Context: an optimization exercise on an open-source flow, tuned for small area, a short achievable clock period and few clock cycles per item. The choices shown serve that exercise and are no tape-out recipe. Where RTL was checked, it was by simulation tests only, not by an equivalence proof against the original. Power is estimated from default activity; no workload was simulated.

// sensor_min_max_block_average
module sensor_min_max_block_average (
   input  logic                                clock,
   input  logic                                reset,
   input  logic                                req_valid,
   output logic                                req_ready,
   input  logic [smmba_pkg::SLOT_W-1:0]        req_sample_slot,
   input  logic [smmba_pkg::GAS_W-1:0]         req_gas_ppm,
   input  logic signed [smmba_pkg::TEMP_W-1:0] req_temperature,
   input  logic [smmba_pkg::HUMIN_W-1:0]       req_humidity,
   output logic                                rsp_valid,
   input  logic                                rsp_ready,
   output logic [smmba_pkg::GAS_W-1:0]         rsp_gas_max,
   output logic [smmba_pkg::GAS_W-1:0]         rsp_gas_min,
   output logic signed [smmba_pkg::TEMP_W-1:0] rsp_temp_max,
   output logic signed [smmba_pkg::TEMP_W-1:0] rsp_temp_min,
   output logic [smmba_pkg::HUMID_W-1:0]       rsp_humid_max,
   output logic [smmba_pkg::HUMID_W-1:0]       rsp_humid_min,
   output logic                                rsp_average_valid,
   output logic [smmba_pkg::BYTE_W-1:0]        rsp_average_value,
   output logic [smmba_pkg::POS_W-1:0]         rsp_history_position
);
   localparam int SLOT_W  = smmba_pkg::SLOT_W;
  ...
Size in the first run: roughly 1700 cells after synthesis, ~140 I/O pins, ~0.020 mm^2 of cells after synthesis.
==> flow/config.mk <==
export PLATFORM = sky130hd
export DESIGN_NAME = sensor_min_max_block_average
export DESIGN_NICKNAME = sensor_min_max_block_average
export VERILOG_FILES = /design/flow/design.v
export SDC_FILE = /design/flow/constraint.sdc
export NUM_CORES = 4
export LEC_CHECK = 0
export CAP_MARGIN = 20
export CORE_MARGIN = 2
export CORE_UTILIZATION = 40
export CTS_CLUSTER_DIAMETER = 80
export CTS_CLUSTER_SIZE = 24
export SETUP_SLACK_MARGIN = 4.5
export SLEW_MARGIN = 20
==> flow/constraint.sdc <==
create_clock -name core_clock -period 7.0 [get_ports {clock}]
set_input_delay 1.4000 -clock core_clock [delete_from_list [all_inputs] [get_ports {clock}]]
set_output_delay 1.4000 -clock core_clock [all_outputs]
set_load 0.01 [all_outputs]
standard.sh (not shown) runs the stock make flow with config.mk's settings and CLKGATE_MAP_FILE= SYNTH_SCRIPT=/design/flow/synth_recipe.tcl, a recipe that flattens the netlist after the stock synthesis.
==> flow/flow/run.sh <==
#!/bin/bash
# The standard layout (standard.sh, unchanged synthesis and steps), with
# the port buffers inserted as the smallest buffer cell; repair upsizes the
# ones on critical paths. Each tool's output goes to standard.log.
set -o pipefail
export BUFFER_PORTS_ARGS="-buffer_cell sky130_fd_sc_hd__buf_1"
bash standard.sh > standard.log 2>&1
Testbench counts at the start, summed over its fixed seeds: cycles 16,400, items 16,384.
Change:
CTS_CLUSTER_DIAMETER = unset   (was 80)
CTS_CLUSTER_SIZE = unset   (was 24)
SETUP_SLACK_MARGIN = 4.6   (was 4.5)
TNS_END_PERCENT = 50   (was unset)
Clock-buffer cell count came out higher by 29. Power came out higher by 13%. Die area is unchanged. Worst setup slack improves by 110 ps. Routed wire length is about the same.

## v28
Another version of the RTL of sensor_min_max_block_average (not shown whole).
Size in the first run: roughly 2400 cells after synthesis, roughly 380 flip-flops, about 19000 µm² of cells after synthesis.
==> flow/config.mk <==
export PLATFORM = sky130hd
export DESIGN_NAME = sensor_min_max_block_average
export DESIGN_NICKNAME = sensor_min_max_block_average
export VERILOG_FILES = /design/flow/design.v
export SDC_FILE = /design/flow/constraint.sdc
export NUM_CORES = 4
export LEC_CHECK = 0
export CAP_MARGIN = 20
export CORE_MARGIN = 2
export CORE_UTILIZATION = 40
export SLEW_MARGIN = 20
==> flow/constraint.sdc <==
create_clock -name core_clock -period 7.0 [get_ports {clock}]
set_input_delay 1.4000 -clock core_clock [delete_from_list [all_inputs] [get_ports {clock}]]
set_output_delay 1.4000 -clock core_clock [all_outputs]
set_load 0.01 [all_outputs]
run.sh (not shown) runs the stock make flow with config.mk's settings and CLKGATE_MAP_FILE= SYNTH_SCRIPT=/design/flow/synth_recipe.tcl, a recipe that flattens the netlist after the stock synthesis.
Stock flow here: none of the scripts above is used.
Here is what was changed in the inputs of v29 compared with v28.
Settings: SETUP_SLACK_MARGIN newly set to 3.7.
## What came out
Logic gate share of total power (higher): v29. Compared with v28, in v29 maximum achievable frequency climbed 35 MHz; number of antenna violations at the first check in global routing went down. v29 vs v28 on maximum fanout along the worst path: v29 is the lower one. Final count of pins violating max slew: v29 vs v28 identical. v29 vs. v28: summed area of non-filler cells in the final layout went up by about 5%. Sort v29 and v28 by maximum number of pins on one net before global-route repair desc -> top: v29. From v28 to v29 the numbers moved as follows: via count of the routed design rose about 2%, first-pass detailed-route iteration total fell 1.
Function was not checked in any run of this note: the RTL went through the layout flow alone.

sensor_min_max_block_average, a different RTL version from the one above (not shown whole).
Size in the first run: about 2600 cells after synthesis, roughly 470 flip-flops.
clock: 7.0 ns
lec_check: 0
cap_margin: 20
core_margin: 2
core_utilization: 40
setup_slack_margin: 4.4
slew_margin: 20
tns_end_percent: 0
Next try:
TNS_END_PERCENT = not set   (was 0)
=> Global-route usage came out higher by 0.53 points. Register-to-register slack gains 0.13 ns. Via count grows by 1.9%. Sequential power stays flat. Synthesized cell count does not change. Hold slack degrades by 0.0041 ns. Non-clock buffer count grows by 69.
No functional check of the RTL was part of any run of this note.

== run 1 ==
sensor_min_max_block_average, a different RTL version from the one above (not shown whole).
For scale: ~2,400 cells after synthesis, ~380 flip-flops, ~19,000 µm² of cells after synthesis.
## sensor_min_max_block_average
module sensor_min_max_block_average (
   input  logic                                clock,
   input  logic                                reset,
   input  logic                                req_valid,
   output logic                                req_ready,
   input  logic [smmba_pkg::SLOT_W-1:0]        req_sample_slot,
   input  logic [smmba_pkg::GAS_W-1:0]         req_gas_ppm,
   input  logic signed [smmba_pkg::TEMP_W-1:0] req_temperature,
   input  logic [smmba_pkg::HUMIN_W-1:0]       req_humidity,
   output logic                                rsp_valid,
   input  logic                                rsp_ready,
   output logic [smmba_pkg::GAS_W-1:0]         rsp_gas_max,
   output logic [smmba_pkg::GAS_W-1:0]         rsp_gas_min,
   output logic signed [smmba_pkg::TEMP_W-1:0] rsp_temp_max,
   output logic signed [smmba_pkg::TEMP_W-1:0] rsp_temp_min,
   output logic [smmba_pkg::HUMID_W-1:0]       rsp_humid_max,
   output logic [smmba_pkg::HUMID_W-1:0]       rsp_humid_min,
   output logic                                rsp_average_valid,
   output logic [smmba_pkg::BYTE_W-1:0]        rsp_average_value,
   output logic [smmba_pkg::POS_W-1:0]         rsp_history_position
);
clock: 7.0 ns
lec_check: 0
cap_margin: 20
core_margin: 2
core_utilization: 40
setup_slack_margin: 4.0
slew_margin: 20
tns_end_percent: 0
Run 1 finished every step from synthesis to the final layout, and the layout passed the timing, design-rule and antenna checks.
Testbench counts of run 1, summed over its fixed seeds: cycles 16,392, items 16,384.
For run 2, these inputs were changed with respect to run 1:
Settings: removing TNS_END_PERCENT (formerly 0); changing SETUP_SLACK_MARGIN from 4.0 to 3.7.
Results
Between run 1 and run 2, the clock network latency to the later pin of the worst-skew pair does not differ in any meaningful way.
Per the comparison of run 2 with run 1, met2 routing resource usage after global routing picked up an extra 1.4 points, final worst clock skew saw an increase, depth of the critical timing path with buffers and inverters included -8.
Per the comparison of run 2 with run 1, logic gate share of total power dropped 0.6 points; clock-buffer cell count climbed 10%; HPWL reported at the end of detailed placement dropped 220 µm; share of power burned in the clock network climbed 1.0 points; overall power consumption climbed 0.98%.
--- input diff run 2..run 3 ---
Settings: SETUP_SLACK_MARGIN now 4.0, was 3.7.
## What came out
Looking at the reports, run 3 completed the entire flow and the layout it produced met the timing, design-rule and antenna checks. Going from run 2 to run 3, iteration count of the initial detailed-routing pass saw a decrease, cell count saw an increase. Power after layout in run 3 is 10% above run 2. Run 3 -> run 2: final clock skew flat. The transition time at the pin with the least slew margin reported for run 3 is smaller than that of run 2 by 82 ps. | worst hold margin | run 3 vs run 2 | 14 ps lower |. Higher weighted congestion at the end of routability-driven global placement among run 2 and run 3: run 2.

RTL: one of the versions met above, not the one the previous note started from.
For scale: roughly 1,700 cells after synthesis, about 140 I/O pins.
## sensor_min_max_block_average
module sensor_min_max_block_average (
   input  logic                                clock,
   input  logic                                reset,
   input  logic                                req_valid,
   output logic                                req_ready,
   input  logic [smmba_pkg::SLOT_W-1:0]        req_sample_slot,
   input  logic [smmba_pkg::GAS_W-1:0]         req_gas_ppm,
   input  logic signed [smmba_pkg::TEMP_W-1:0] req_temperature,
   input  logic [smmba_pkg::HUMIN_W-1:0]       req_humidity,
   output logic                                rsp_valid,
   input  logic                                rsp_ready,
   output logic [smmba_pkg::GAS_W-1:0]         rsp_gas_max,
   output logic [smmba_pkg::GAS_W-1:0]         rsp_gas_min,
   output logic signed [smmba_pkg::TEMP_W-1:0] rsp_temp_max,
   output logic signed [smmba_pkg::TEMP_W-1:0] rsp_temp_min,
   output logic [smmba_pkg::HUMID_W-1:0]       rsp_humid_max,
   output logic [smmba_pkg::HUMID_W-1:0]       rsp_humid_min,
   output logic                                rsp_average_valid,
   output logic [smmba_pkg::BYTE_W-1:0]        rsp_average_value,
   output logic [smmba_pkg::POS_W-1:0]         rsp_history_position
);
export LEC_CHECK = 0
export CAP_MARGIN = 20
export CORE_MARGIN = 2
export CORE_UTILIZATION = 40
export SETUP_SLACK_MARGIN = 4.2
export SLEW_MARGIN = 20
create_clock -name core_clock -period 7.0 [get_ports {clock}]
standard.sh (not shown) runs the stock make flow with config.mk's settings and CLKGATE_MAP_FILE= SYNTH_SCRIPT=/design/flow/synth_recipe.tcl, a recipe that flattens the netlist after the stock synthesis.
Scripts as last shown in full above: flow/flow/run.sh
Testbench counts at the start, summed over its fixed seeds: cycles 16,400, items 16,384.
Rerun with:
--- a/flow/config.mk
+++ b/flow/config.mk
@@ -10,3 +10,3 @@
 export CORE_UTILIZATION = 40
-export SETUP_SLACK_MARGIN = 4.2
+export SETUP_SLACK_MARGIN = 5.0
 export SLEW_MARGIN = 20
Result: The changed run completed without violations; clock skew goes down by 0.011 ns; power goes up by 10%; combinational power goes up by 62%; maximum frequency goes down by 1.8%; routed wire length goes up by 26%; register-to-register slack loses 0.05 ns; design area goes up by 26%; non-clock buffer count goes up by 267; cell count goes up by 11%.
Rerun with:
--- a/flow/config.mk
+++ b/flow/config.mk
@@ -9,4 +9,4 @@
 export CORE_MARGIN = 2
-export CORE_UTILIZATION = 40
-export SETUP_SLACK_MARGIN = 5.0
+export CORE_UTILIZATION = 50
+export SETUP_SLACK_MARGIN = 4.35
 export SLEW_MARGIN = 20
Register-to-register slack gets better by 0.04 ns; cell area fell by 21%; wire length goes down by 21%.

-- afterwards: timing with drivers on the ports --
Ports are ideal in the flow. The routed layouts listed here were re-timed in OpenROAD. Step 1, drivers: a clkbuf_16 drives clock and a buf_2 each remaining input, both assumed. Step 2, shift: input delay + t, output delay - t, t = (earliest + latest rising clock arrival at the registers) / 2. This alone moves slack from input paths to output paths. Three values: no drivers, after step 1, after step 2; two values: the first two.
| run | shift t [ns] | setup slack, ns | hold WS [ns] | worst register clock-pin slew, ns |
|---|---|---|---|---|
| the first run of note 1 | 0.641 | 4.123 / 4.123 / 3.761 | 0.461 / 0.461 / 0.461 | 0.10 / 0.10 |
| the second run of note 1 | 0.637 | 4.232 / 4.204 / 3.796 | 0.455 / 0.455 / 0.455 | 0.06 / 0.06 |
| v28 | 0.628 | 2.804 / 2.804 / 2.293 | 0.449 / 0.449 / 0.449 | 0.07 / 0.07 |
| v29 | 0.627 | 3.343 / 3.343 / 3.179 | 0.453 / 0.453 / 0.453 | 0.06 / 0.06 |
| the first run of note 3 | 0.659 | 3.938 / 3.938 / 3.346 | 0.453 / 0.453 / 0.453 | 0.07 / 0.07 |
| the second run of note 3 | 0.668 | 4.072 / 4.072 / 3.556 | 0.449 / 0.449 / 0.449 | 0.06 / 0.06 |
| run 1 | 0.613 | 3.672 / 3.707 / 3.094 | 0.452 / 0.452 / 0.452 | 0.06 / 0.06 |
| run 2 | 0.627 | 3.719 / 3.695 / 3.131 | 0.454 / 0.454 / 0.454 | 0.06 / 0.06 |
| run 3 | 0.637 | 3.862 / 3.831 / 3.301 | 0.440 / 0.440 / 0.440 | 0.06 / 0.06 |
| the first run of note 5 | 0.640 | 4.183 / 4.183 / 3.642 | 0.453 / 0.453 / 0.453 | 0.07 / 0.07 |
| the second run of note 5 | 0.670 | 4.131 / 4.131 / 3.897 | 0.470 / 0.470 / 0.470 | 0.07 / 0.07 |
| the third run of note 5 | 0.646 | 4.168 / 4.168 / 3.685 | 0.455 / 0.455 / 0.455 | 0.07 / 0.07 |
After both steps setup and hold are still met in every run listed. For the first run of note 3, which loses most, drivers alone change the setup slack by 0.000 ns; drivers and shift together by -0.592 ns.
